From an optimization exercise on the open Yosys and OpenROAD flow, aimed at small area; shortcuts taken in it are not production practice.
The RTL was checked by simulation tests, not by an equivalence proof against the original design.
No activity file was given, so power comes from the tool's default toggle rates.

==> flow/design.v <==
package synth_pkg;
  typedef logic signed [24-1:0] sample_t;
  typedef logic [22-0:0] period_t;
  typedef logic [27-23:0] bank_idx_t;
endpackage
`timescale 1ns/10ps
module note_scheduler (
  input  logic                    clk_calc,
  input  logic                    arst_n,
  input  logic                    cmd_valid,
  input  logic [32-1:0] cmd_data,
  input  logic [3:0]              bank_playing,
  output logic [3:0]              period_we,
  output logic                    on2,
  output logic                    off2,
  output logic [1:0]              idx2,
  output logic                    done_valid,
  output logic [1:0]              done_bank
);
  logic       hit;
  logic       nz;
  logic       on1, off1;
  logic [1:0] idx1;
  logic       d3;
  logic [1:0] idx3;
  assign hit = cmd_valid && (cmd_data[27:23+2] == '0);
  assign nz  = (cmd_data[22:0] != '0);
  always_comb begin
    for (int i = 0; i < 4; i++)
      period_we[i] = hit && (cmd_data[23+1:23] == 2'(i));
  end
  always_ff @(posedge clk_calc or negedge arst_n) begin
    if (!arst_n) begin
      on1        <= 1'b0;
      off1       <= 1'b0;
      on2        <= 1'b0;
      off2       <= 1'b0;
      d3         <= 1'b0;
      done_valid <= 1'b0;
    end else begin
      on1        <= hit && nz;
      off1       <= hit && !nz;
      on2        <= on1;
      off2       <= off1;
      d3         <= off2 && bank_playing[idx2];
      done_valid <= d3;
    end
  end
  always_ff @(posedge clk_calc) begin
    idx1      <= cmd_data[23+1:23];
    idx2      <= idx1;
    idx3      <= idx2;
    done_bank <= idx3;
  end
endmodule
`timescale 1ns/10ps
module note_xnor2 (input logic a, b, output logic y);
  assign y = !(a ^ b);
endmodule
module note_mux2i (input logic s, a0, a1, output logic y);
  assign y = !(s ? a1 : a0);
endmodule
module note_nor2 (input logic a, b, output logic y);
  assign y = !(a || b);
endmodule
module note_nand2 (input logic a, b, output logic y);
  assign y = !(a && b);
endmodule
module note_xor2 (input logic a, b, output logic y);
  assign y = a ^ b;
endmodule
module note_upd (input logic q, hold, d, wen, output logic y);
  assign y = (q && hold) || (d && wen);
endmodule
module note_bank (
  input  logic                clk_calc,
  input  logic                arst_n,
  input  logic                period_we,
  input  logic                period_hold,    
  input  synth_pkg::period_t  period_in,    
  input  logic                note_on,
  input  logic                note_off,
  output logic                playing,
  output logic                pol
);
  localparam int W = 22 - 0 + 1;
  localparam synth_pkg::period_t INV  = 23'h2aaaab;
  localparam synth_pkg::period_t PINV = 23'h2aaaaa;
  synth_pkg::period_t period_q;
  synth_pkg::period_t cnt_s;
  synth_pkg::period_t cnt_s_next;
  logic [W:0]         brw;
  logic               half_end;
  logic               reload;
  logic               keep;
  assign half_end = (cnt_s == (23'd1 ^ INV));
  assign reload   = note_on || half_end;
  assign keep     = !reload;
  synth_pkg::period_t period_nxt;
  for (genvar i = 0; i < W; i++) begin : g_per
    note_upd u_upd (
      .q (period_q[i]), .hold (period_hold), .d (period_in[i]), .wen (period_we),
      .y (period_nxt[i])
    );
  end
  always_ff @(posedge clk_calc) begin
    period_q <= period_nxt;
  end
  note_mux2i u_m0 (.s (reload), .a0 (cnt_s[0]), .a1 (period_q[0]), .y (cnt_s_next[0]));
  assign brw[1] = cnt_s[0];
  for (genvar i = 1; i < W; i++) begin : g_cnt
    logic x;
    if (i % 2 == 1) begin : g_inv
      note_xor2  u_x (.a (cnt_s[i]), .b (brw[i]), .y (x));
      note_nand2 u_b (.a (brw[i]), .b (cnt_s[i]), .y (brw[i+1]));
    end else begin : g_true
      note_xnor2 u_x (.a (cnt_s[i]), .b (brw[i]), .y (x));
      note_nor2  u_b (.a (brw[i]), .b (cnt_s[i]), .y (brw[i+1]));
    end
    note_upd u_m (.q (x), .hold (keep), .d (period_q[i]), .wen (reload), .y (cnt_s_next[i]));
  end
  always_ff @(posedge clk_calc or negedge arst_n) begin
    if (!arst_n) begin
      playing <= 1'b0;
    end else if (note_on) begin
      playing <= 1'b1;
    end else if (note_off) begin
      playing <= 1'b0;
    end
  end
  always_ff @(posedge clk_calc) begin
    cnt_s <= cnt_s_next;
    if (note_on) begin
      pol <= 1'b1;
    end else if (half_end) begin
      pol <= !pol;
    end
  end
endmodule
`timescale 1ns/10ps
module voice_mixer (
  input  logic                clk_calc,
  input  logic                arst_n,
  input  logic [3:0]          playing,
  input  logic [3:0]          pol,
  output synth_pkg::sample_t  audio
);
  logic signed [3:0] mix_sum;
  logic signed [3:0] mix_q;
  logic [2:0] n_pos;
  logic [2:0] n_idle;
  logic [3:0] c_sum;
  always_comb begin
    n_pos  = '0;
    n_idle = '0;
    for (int i = 0; i < 4; i++) begin
      n_pos  = n_pos  + 3'(playing[i] && pol[i]);
      n_idle = n_idle + 3'(!playing[i]);
    end
    c_sum   = {n_pos, 1'b0} + {1'b0, n_idle};
    mix_sum = c_sum - 4'd4;
  end
  always_ff @(posedge clk_calc or negedge arst_n) begin
    if (!arst_n) begin
      mix_q <= '0;
    end else begin
      mix_q <= mix_sum;
    end
  end
  assign audio = {mix_q, 20'd0};
endmodule
`timescale 1ns/10ps
module lite_ao3n (
  input  logic a0, s0, a1, s1, a2, s2,
  output logic y
);
  assign y = !((a0 && s0) || (a1 && s1) || (a2 && s2));
endmodule
module lite_nand11 (
  input  logic [10:0] a,
  output logic        y
);
  assign y = !(&a);
endmodule
module lite_nor2 (
  input  logic a, b,
  output logic y
);
  assign y = !(a || b);
endmodule
module lite_nand2 (
  input  logic a, b,
  output logic y
);
  assign y = !(a && b);
endmodule
module lite_updn (
  input  logic q, wen, hold, dn,
  output logic y
);
  assign y = !((q || wen) && (hold || dn));
endmodule
module lite_xor2 (
  input  logic a, b,
  output logic y
);
  assign y = a ^ b;
endmodule
module lite_xnor2 (
  input  logic a, b,
  output logic y
);
  assign y = !(a ^ b);
endmodule
module lite_inv (
  input  logic a,
  output logic y
);
  assign y = !a;
endmodule
module lite_regfile (
  input  logic                   clk_calc,
  input  logic                   arst_n,
  input  logic [4-1:0] lite_wstrb,
  input  logic                   lite_rden,
  input  logic [31:0]            lite_addr,
  input  logic [31:0]            lite_wr_data,
  output logic [31:0]            lite_rd_data
);
  logic [6-2:0] word_idx;
  logic [31:0]                           rd_sel;
  logic [31:0]                           wr_en [4];
  logic [31:0]                           mem [32];
  logic [31:0]                           rd_next;
  assign word_idx = lite_addr[6:2];
  logic        ph;
  logic [31:0] wr_data_x;
  always_ff @(posedge clk_calc) begin
    ph <= !ph;
  end
  for (genvar j = 0; j < 32; j++) begin : g_wx
    logic xn;
    lite_xnor2 u_x (.a (lite_wr_data[j]), .b (ph), .y (xn));
    lite_inv   u_i (.a (xn), .y (wr_data_x[j]));
  end
  logic [7:0]  row, row_n;
  logic [3:0]  rd_col_n;
  logic [3:0]  wr_col [4];
  logic [3:0]  wr_col_n [4];
  logic [31:0] wr_hold [4];
  always_comb begin
    for (int r = 0; r < 8; r++) begin
      row[r]   = (word_idx[4:2] == 3'(r));
      row_n[r] = !(word_idx[4:2] == 3'(r));
    end
    for (int c = 0; c < 4; c++) begin
      rd_col_n[c] = !(lite_rden && (word_idx[1:0] == 2'(c)));
      for (int k = 0; k < 4; k++) begin
        wr_col[k][c]   = lite_wstrb[k] && (word_idx[1:0] == 2'(c));
        wr_col_n[k][c] = !(lite_wstrb[k] && (word_idx[1:0] == 2'(c)));
      end
    end
  end
  for (genvar w = 0; w < 32; w++) begin : g_dec
    lite_nor2 u_rd (.a(row_n[w/4]), .b(rd_col_n[w%4]), .y(rd_sel[w]));
    for (genvar k = 0; k < 4; k++) begin : g_lane
      lite_nor2  u_wr (.a(row_n[w/4]), .b(wr_col_n[k][w%4]), .y(wr_en[k][w]));
      lite_nand2 u_hd (.a(row[w/4]),   .b(wr_col[k][w%4]),   .y(wr_hold[k][w]));
    end
  end
  for (genvar w = 0; w < 32; w++) begin : g_word
    logic [31:0] nxt;
    for (genvar j = 0; j < 32; j++) begin : g_bit
      lite_updn u_upd (
        .q    (mem[w][j]),
        .wen  (wr_en[j/8][w]),
        .hold (wr_hold[j/8][w]),
        .dn   (wr_data_x[j]),
        .y    (nxt[j])
      );
    end
    always_ff @(posedge clk_calc) begin
      mem[w] <= nxt;
    end
  end
  logic rd_flip;
  assign rd_flip = lite_rden && ph;
  for (genvar j = 0; j < 32; j++) begin : g_bit
    logic [32:0] d;
    logic [32:0] s;
    logic [10:0] t;
    for (genvar w = 0; w < 32; w++) begin : g_in
      assign d[w] = mem[w][j];
      assign s[w] = rd_sel[w];
    end
    assign d[32] = lite_rd_data[j];
    assign s[32] = !lite_rden;
    for (genvar g = 0; g < 11; g++) begin : g_ao
      lite_ao3n u_ao (
        .a0 (d[3*g]),   .s0 (s[3*g]),
        .a1 (d[3*g+1]), .s1 (s[3*g+1]),
        .a2 (d[3*g+2]), .s2 (s[3*g+2]),
        .y  (t[g])
      );
    end
    logic o;
    lite_nand11 u_or (.a(t), .y(o));
    lite_xor2   u_x  (.a(o), .b(rd_flip), .y(rd_next[j]));
  end
  always_ff @(posedge clk_calc or negedge arst_n) begin
    if (!arst_n) begin
      lite_rd_data <= '0;
    end else begin
      lite_rd_data <= rd_next;
    end
  end
endmodule
`timescale 1ns/10ps
module synth_top (
  input  logic                    clk_calc,
  input  logic                    arst_n,
  input  logic                    cmd_valid,
  input  logic [32-1:0] cmd_data,
  output logic                    done_valid,
  output synth_pkg::bank_idx_t    done_bank,
  output synth_pkg::sample_t      audio,
  input  logic                    lite_wren,
  input  logic [4-1:0]  lite_wstrb,
  input  logic                    lite_rden,
  input  logic [31:0]             lite_addr,
  input  logic [31:0]             lite_wr_data,
  output logic [31:0]             lite_rd_data
);
  logic [3:0] period_we;
  logic       on2, off2;
  logic [1:0] idx2;
  logic [1:0] done_idx;
  logic [3:0] playing;
  logic [3:0] pol;
  note_scheduler u_note_scheduler (
    .clk_calc     (clk_calc),
    .arst_n       (arst_n),
    .cmd_valid    (cmd_valid),
    .cmd_data     (cmd_data),
    .bank_playing (playing),
    .period_we    (period_we),
    .on2          (on2),
    .off2         (off2),
    .idx2         (idx2),
    .done_valid   (done_valid),
    .done_bank    (done_idx)
  );
  assign done_bank = {3'd0, done_idx};
  for (genvar i = 0; i < 4; i++) begin : g_bank
    note_bank u_note_bank (
      .clk_calc  (clk_calc),
      .arst_n    (arst_n),
      .period_we   (period_we[i]),
      .period_hold (!period_we[i]),
      .period_in   (cmd_data[22:0] ^ 23'h2aaaaa),
      .note_on   (on2 && (idx2 == 2'(i))),
      .note_off  (off2 && (idx2 == 2'(i))),
      .playing   (playing[i]),
      .pol       (pol[i])
    );
  end
  voice_mixer u_voice_mixer (
    .clk_calc (clk_calc),
    .arst_n   (arst_n),
    .playing  (playing),
    .pol      (pol),
    .audio    (audio)
  );
  lite_regfile u_lite_regfile (
    .clk_calc     (clk_calc),
    .arst_n       (arst_n),
    .lite_wstrb   (lite_wstrb),
    .lite_rden    (lite_rden),
    .lite_addr    (lite_addr),
    .lite_wr_data (lite_wr_data),
    .lite_rd_data (lite_rd_data)
  );
endmodule
clock: 10.0 ns
lec_check: 0
cap_margin: 20
core_margin: 2
core_utilization: 40
cts_cluster_diameter: 100
cts_cluster_size: 25
slew_margin: 20
synth_hierarchical: 1
synth_minimum_keep_size: 0
standard.sh (not shown) runs the stock make flow with config.mk's settings and CLKGATE_MAP_FILE= SYNTH_SCRIPT=/design/flow/synth_recipe.tcl, a recipe that flattens the netlist after the stock synthesis.
==> flow/flow/run.sh <==
#!/bin/bash
# The standard layout (standard.sh, the standard flow's own ORFS run, synthesis included),
# with two changes:
#  - the port buffers are buf_1 instead of the buffer ORFS picks by itself;
#  - clock tree synthesis uses clkbuf_8, clusters up to 16 sinks per leaf
#    buffer and inserts
#    no dummy loads.
# make's full output goes to run_make.log here; ORFS keeps each step's log
# under orfs/logs/.
set -euo pipefail
export BUFFER_PORTS_ARGS="-buffer_cell sky130_fd_sc_hd__buf_1"
export CTS_ARGS="-sink_clustering_enable -repair_clock_nets -sink_clustering_size 16 -sink_clustering_max_diameter 80 -dont_use_dummy_load -buf_list sky130_fd_sc_hd__clkbuf_8"
bash standard.sh synth > run_synth.log 2>&1
bash standard.sh finish > run_make.log 2>&1
The baseline passed the timing, design-rule and antenna checks.
Next try:
--- a/flow/design.v
+++ b/flow/design.v
@@ -207,16 +207,4 @@
   assign y = a ^ b;
 endmodule
-module lite_xnor2 (
-  input  logic a, b,
-  output logic y
-);
-  assign y = !(a ^ b);
-endmodule
-module lite_inv (
-  input  logic a,
-  output logic y
-);
-  assign y = !a;
-endmodule
 module lite_regfile (
   input  logic                   clk_calc,
@@ -240,7 +228,5 @@
   end
   for (genvar j = 0; j < 32; j++) begin : g_wx
-    logic xn;
-    lite_xnor2 u_x (.a (lite_wr_data[j]), .b (ph), .y (xn));
-    lite_inv   u_i (.a (xn), .y (wr_data_x[j]));
+    lite_xor2 u_x (.a (lite_wr_data[j]), .b (ph), .y (wr_data_x[j]));
   end
   logic [7:0]  row, row_n;
Outcome: Sequential power is about the same. Clock-buffer cell count stays the same. Setup slack is worse by 0.015 ns. Power barely changes. Final cell count goes down slightly. Design area goes up slightly.

afterwards: timing with drivers on the ports:
The flow's constraints put no driver on any port. The routed layouts listed below were extracted and timed again, unchanged, in two steps.
Step 1, drivers: a clkbuf_16 drives clk_calc and a buf_2 each remaining input, both assumed.
Step 2 times the ports against the registers' clock, not the clock port: input delays grow and output delays shrink by t, the midpoint of the rising clock arrivals with the driver on.
Three values: ideal ports, drivers, drivers and shift; two values: the first two.
run	shift t [ns]	slack for setup (ns)	clock arrival spread, ns
the first run	0.807	5.105 / 5.140 / 4.332	0.137 / 0.137
the second run	0.789	5.090 / 5.106 / 4.316	0.157 / 0.157
After both steps setup and hold are still met in every run listed. For the second run, which loses most, drivers alone change the setup slack by +0.016 ns; drivers and shift together by -0.774 ns.
